This design comes from an exercise in tuning for small area and a short achievable clock period on the open sky130 flow, not from production work.
Function was checked by simulation only, so behaviour that the tests miss may differ from the original.
Power is estimated from default activity; no workload was simulated.

Setup of lagoon:
==> flow/design.v <==
package muxbus_responder_pkg;
  typedef enum logic [1:0] {
    S_IDLE = 2'd0,
    S_LO   = 2'd1,
    S_HI   = 2'd2,
    S_DATA = 2'd3
  } state_t;
  localparam logic [7:0] OE_WRITE = 8'hFF;
  localparam logic [7:0] OE_READ  = 8'h00;
  function automatic logic in_window(input logic [15:0] addr,
                                     input logic [15:0] base,
                                     input int unsigned aw);
    in_window = ((addr >> aw) == (base >> aw));
  endfunction
endpackage
module muxbus_ram #(
  parameter int AW = 8
) (
  input  logic          clk,
  input  logic [AW-1:0] addr,
  input  logic          ld,
  input  logic          we,
  input  logic [7:0]    wdata,
  output logic [7:0]    rdata
);
  logic [7:0]   mem [256];
  logic [31:0]  lsel_n_q;
  logic [31:0]  lsel;
  logic [7:0]   hsel_n_q, hwe_n, hwe;
  logic [255:0] row_we, row_keep;
  logic [7:0]   grp_n_q [8];
  always_ff @(posedge clk) begin
    if (ld) begin
      for (int i = 0; i < 32; i++) lsel_n_q[i] <= (addr[4:0] != 5'(i));
      for (int j = 0; j < 8; j++)  hsel_n_q[j] <= (addr[7:5] != 3'(j));
    end
  end
  assign hwe_n = ~({8{we}} & ~hsel_n_q);
  assign hwe   = {8{we}} & ~hsel_n_q;
  assign lsel  = ~lsel_n_q;
  for (genvar r = 0; r < 256; r++) begin : g_row
    logic [7:0] d;
    muxbus_nor2  u_we   (.a(lsel_n_q[r % 32]), .b(hwe_n[r / 32]), .y(row_we[r]));
    muxbus_nand2 u_keep (.a(lsel[r % 32]),     .b(hwe[r / 32]),   .y(row_keep[r]));
    for (genvar b = 0; b < 8; b++) begin : g_cell
      muxbus_a22o u_d (.a1(mem[r][b]), .a2(row_keep[r]), .b1(wdata[b]), .b2(row_we[r]), .x(d[b]));
    end
    always_ff @(posedge clk) mem[r] <= d;
  end
  for (genvar b = 0; b < 8; b++) begin : g_bit
    logic [7:0] grp_n;
    for (genvar j = 0; j < 8; j++) begin : g_grp
      logic [31:0] col;
      for (genvar i = 0; i < 32; i++) begin : g_col
        assign col[i] = mem[32*j+i][b];
      end
      muxbus_rdgrp u_grp (.m(col), .sel_n(lsel_n_q), .gsel_n(hsel_n_q[j]), .y_n(grp_n[j]));
    end
    always_ff @(posedge clk) grp_n_q[b] <= grp_n;
    assign rdata[b] = ~|grp_n_q[b];
  end
endmodule
module muxbus_rdgrp (input logic [31:0] m, input logic [31:0] sel_n,
                     input logic gsel_n, output logic y_n);
  logic [15:0] pair_n;
  logic [3:0]  quad;
  always_comb begin
    for (int k = 0; k < 16; k++)
      pair_n[k] = ~((m[2*k] | sel_n[2*k]) & (m[2*k+1] | sel_n[2*k+1]));
    for (int q = 0; q < 4; q++)
      quad[q] = ~(pair_n[4*q] | pair_n[4*q+1] | pair_n[4*q+2] | pair_n[4*q+3]);
    y_n = ~((&quad) | gsel_n);
  end
endmodule
module muxbus_nor2 (input logic a, b, output logic y);
  assign y = ~(a | b);
endmodule
module muxbus_nand2 (input logic a, b, output logic y);
  assign y = ~(a & b);
endmodule
module muxbus_a22o (input logic a1, a2, b1, b2, output logic x);
  assign x = (a1 & a2) | (b1 & b2);
endmodule
module muxbus_responder #(
  parameter int         MEM_AW    = 8,
  parameter logic [15:0] BASE     = 16'h0000,
  parameter logic [7:0] MISS_DATA = 8'hEA
) (
  input  logic             clk,
  input  logic             rst_n,
  input  logic             phi,
  input  logic [7:0]       addr_mux,
  input  logic [7:0]       bus_in,
  input  logic [7:0]       bus_oe_in,
  output logic [7:0]       data_out,
  output logic             data_oe,
  output logic             phase_err,
  output logic [15:0]      rd_count,
  output logic [15:0]      wr_count
);
  muxbus_responder_pkg::state_t state_q, state_d;
  logic              phi_q, fall, rise;
  logic              lo_done_q, is_wr_q, hit_q, phase_err_q, rd_data_q;
  logic              wr_pend_q;
  logic [7:0]        wdata_q, data_out_q, ram_rdata;
  logic              latch_lo, latch_hi, cycle_done, err_set;
  assign fall = phi_q & ~phi;
  assign rise = ~phi_q & phi;
  always_comb begin
    state_d    = state_q;
    latch_lo   = 1'b0;
    latch_hi   = 1'b0;
    cycle_done = 1'b0;
    err_set    = 1'b0;
    case (state_q)
      muxbus_responder_pkg::S_IDLE: if (fall) state_d = muxbus_responder_pkg::S_LO;
      muxbus_responder_pkg::S_LO: begin
        if (rise) begin
          if (!lo_done_q) begin
            err_set = 1'b1;
            state_d = muxbus_responder_pkg::S_IDLE;
          end else begin
            state_d = muxbus_responder_pkg::S_HI;
          end
        end else if (!lo_done_q) begin
          latch_lo = 1'b1;
        end
      end
      muxbus_responder_pkg::S_HI: begin
        if (fall) begin
          err_set = 1'b1;
          state_d = muxbus_responder_pkg::S_LO;
        end else begin
          latch_hi = 1'b1;
          state_d  = muxbus_responder_pkg::S_DATA;
        end
      end
      muxbus_responder_pkg::S_DATA: begin
        if (fall) begin
          cycle_done = 1'b1;
          state_d    = muxbus_responder_pkg::S_LO;
        end
      end
      default: state_d = muxbus_responder_pkg::S_IDLE;
    endcase
  end
  always_ff @(posedge clk or negedge rst_n) begin
    if (!rst_n) begin
      state_q     <= muxbus_responder_pkg::S_IDLE;
      phi_q       <= 1'b0;
      rd_data_q   <= 1'b0;
      phase_err_q <= 1'b0;
    end else begin
      state_q   <= state_d;
      phi_q     <= phi;
      rd_data_q <= (state_d == muxbus_responder_pkg::S_DATA) & ~is_wr_q;
      if (err_set) phase_err_q <= 1'b1;
    end
  end
  always_ff @(posedge clk) begin
    if (state_q != muxbus_responder_pkg::S_LO) lo_done_q <= 1'b0;
    else if (latch_lo)                         lo_done_q <= 1'b1;
    if (latch_lo) is_wr_q <= (bus_oe_in == muxbus_responder_pkg::OE_WRITE);
    if (latch_hi) begin
      wdata_q <= bus_in;
      hit_q   <= muxbus_responder_pkg::in_window({addr_mux, 8'h00}, BASE, MEM_AW);
    end
    wr_pend_q  <= cycle_done & is_wr_q & hit_q;
    data_out_q <= hit_q ? ram_rdata : MISS_DATA;
  end
  muxbus_ram #(.AW(MEM_AW)) u_ram (
    .clk   (clk),
    .addr  (MEM_AW'(addr_mux)),
    .ld    (latch_lo),
    .we    (wr_pend_q),
    .wdata (wdata_q),
    .rdata (ram_rdata)
  );
  assign data_out  = data_out_q;
  assign data_oe   = rd_data_q & phi;
  assign phase_err = phase_err_q;
  logic [15:0] rd_cnt_q, wr_cnt_q;
  always_ff @(posedge clk or negedge rst_n) begin
    if (!rst_n) begin
      rd_cnt_q <= '0;
      wr_cnt_q <= '0;
    end else if (cycle_done) begin
      if (is_wr_q) wr_cnt_q <= wr_cnt_q + 16'd1;
      else         rd_cnt_q <= rd_cnt_q + 16'd1;
    end
  end
  assign rd_count = rd_cnt_q;
  assign wr_count = wr_cnt_q;
endmodule
module muxbus_responder_top (
  input  logic        clk,
  input  logic        rst_n,
  input  logic        phi,
  input  logic [7:0]  addr_mux,
  input  logic [7:0]  bus_in,
  input  logic [7:0]  bus_oe_in,
  output logic [7:0]  data_out,
  output logic        data_oe,
  output logic        phase_err,
  output logic [15:0] rd_count,
  output logic [15:0] wr_count
);
  muxbus_responder #(
    .MEM_AW    (8),
    .BASE      (16'h0000),
    .MISS_DATA (8'hEA)
  ) u_resp (
    .clk       (clk),
    .rst_n     (rst_n),
    .phi       (phi),
    .addr_mux  (addr_mux),
    .bus_in    (bus_in),
    .bus_oe_in (bus_oe_in),
    .data_out  (data_out),
    .data_oe   (data_oe),
    .phase_err (phase_err),
    .rd_count  (rd_count),
    .wr_count  (wr_count)
  );
endmodule
clock: 5.0 ns
lec_check: 0
cap_margin: 20
core_margin: 2
core_utilization: 55
cts_cluster_diameter: 60
cts_cluster_size: 20
place_density: 0.65
setup_slack_margin: 2.4
slew_margin: 20
synth_hierarchical: 1
standard.sh (not shown) runs the stock make flow with config.mk's settings and CLKGATE_MAP_FILE= SYNTH_SCRIPT=/design/flow/synth_recipe.tcl, a recipe that flattens the netlist after the stock synthesis.
==> flow/flow/run.sh <==
#!/bin/bash
set -euo pipefail
bash standard.sh synth > synth.log 2>&1
bash standard.sh finish MATCH_CELL_FOOTPRINT=0 "BUFFER_PORTS_ARGS=-buffer_cell sky130_fd_sc_hd__buf_2" > layout.log 2>&1
for f in orfs/logs/*/muxbus_responder_top/base/*.log; do cp "$f" "orfs_$(basename "$f")"; done
The final layout from lagoon, which completed every stage, passed the timing, design-rule and antenna checks at the end of the flow.
Relative to lagoon, the following input files were edited for zinc:
- swapping 60 for 100 in CTS_CLUSTER_DIAMETER
- swapping 20 for 30 in CTS_CLUSTER_SIZE
Results
- lagoon → zinc: sequential power share has increased, actual transition at the worst max-transition pin dropped 0.023 ns.
- Going from lagoon to zinc, routed wire length down 0.82%, clock group share of total power decreased 8.9 points, ratio of cells with drive above 1 in the final layout has decreased.
- Relative to lagoon, the final cell area reported for zinc is lower.
- Looking at combinational share of power, zinc sits above lagoon.
- Between lagoon and zinc, the flow reports count of clock buffers in the final design decreasing by more than a quarter.
- Measured against each other, lagoon and zinc differ in smallest hold slack, the higher figure coming from zinc.
For fjord, these inputs were changed with respect to zinc:
- CTS_CLUSTER_SIZE changed from 30 to 26
- CTS_CLUSTER_DIAMETER changed from 100 to 80
- SETUP_SLACK_MARGIN changed from 2.4 to 2.7
- PLACE_DENSITY changed from 0.65 to 0.7
- CORE_UTILIZATION changed from 55 to 60
==> comparison <==
fjord completed; timing, DRC and antenna clean. Normalized max-slew margin on fjord is up relative to zinc. Summary of fjord over zinc: non-clock buffer count grew by 16%; routed wire length shrank by about 1.5%; final setup slack of the worst path grew by 0.22 ns. Maximum frequency in fjord is 0.032 GHz higher than in zinc. Summary of fjord over zinc: clock period minus final worst setup slack down 0.22 ns, number of multi-input logic gates flat.
#### Input delta (willow over fjord)
- changing PLACE_DENSITY from 0.7 to 0.65
- changing CORE_UTILIZATION from 60 to 55
==> comparison <==
- Relative to fjord, the non-clock buffer count measured on willow has increased by a little under 10%.
- From fjord to willow the numbers moved as follows: latest clock arrival within the worst-skew pair level, number of max-cap violations level, utilization moved down, final critical delay including setup and external delays moved down.
- Changes observed in willow relative to fjord: layout filler cell count picked up an extra 1,481, fmax picked up an extra 0.011 GHz, sequential share of layout area lost 0.42 points.
- Relative to fjord, global-route usage has decreased by 2.5 points in willow.
- Per the comparison of willow with fjord, net count after synthesis neither gained nor lost much, worst setup timing slack at the placement stage has increased.
The following lists how juniper was set up differently from willow:
- swapping 26 for 28 in CTS_CLUSTER_SIZE
- swapping 55 for 62 in CORE_UTILIZATION
- swapping 2.7 for 2.75 in SETUP_SLACK_MARGIN
- swapping 0.65 for 0.72 in PLACE_DENSITY
## What came out
[compare] base=willow new=juniper: first-pass GRT wire length saw a decrease, combined global-route utilization of all metal layers increased 3.9 points, maximum clock frequency rose by about 0.56%, placer's final routability congestion estimate grew by 0.020, sequential power share went up 1.1 points.
Against willow as the reference, juniper delivers a lower share of power burned in the clock network.
Summary: with willow as the reference, power in juniper moved down by a few percent.
Of juniper and willow, the higher die area belongs to willow.
Compared with willow, juniper instantiates a smaller number of cells.
[compare] base=willow new=juniper: number of design-rule violations left by the first detailed-router iteration went up, global routing met3 resource utilization went up.

static timing again, ports no longer ideal:
The flow's constraints put no driver on any port. The routed layouts listed below were extracted and timed again, unchanged, in two steps. Step 1: set_driving_cell puts a clkbuf_16 on clk and a buf_2 on each other input, an assumption about the parent block. Step 2 times the ports against the registers' clock, not the clock port: input delays grow and output delays shrink by t, the midpoint of the rising clock arrivals with the driver on. Slacks: ideal / step 1 / step 2; pairs: ideal / step 1.
run	t, ns	setup slack, ns	worst slew at a driven data input, ns
lagoon	0.869	2.253 / 2.253 / 2.253	0.03
zinc	0.826	2.292 / 2.292 / 2.292	0.03
fjord	0.826	2.509 / 2.509 / 2.374	0.04
willow	0.833	2.574 / 2.521 / 2.242	0.04
juniper	0.808	2.588 / 2.554 / 2.403	0.04
After both steps every run listed still meets setup and hold. For willow, which loses most, drivers alone change the setup slack by -0.053 ns; drivers and shift together by -0.332 ns.
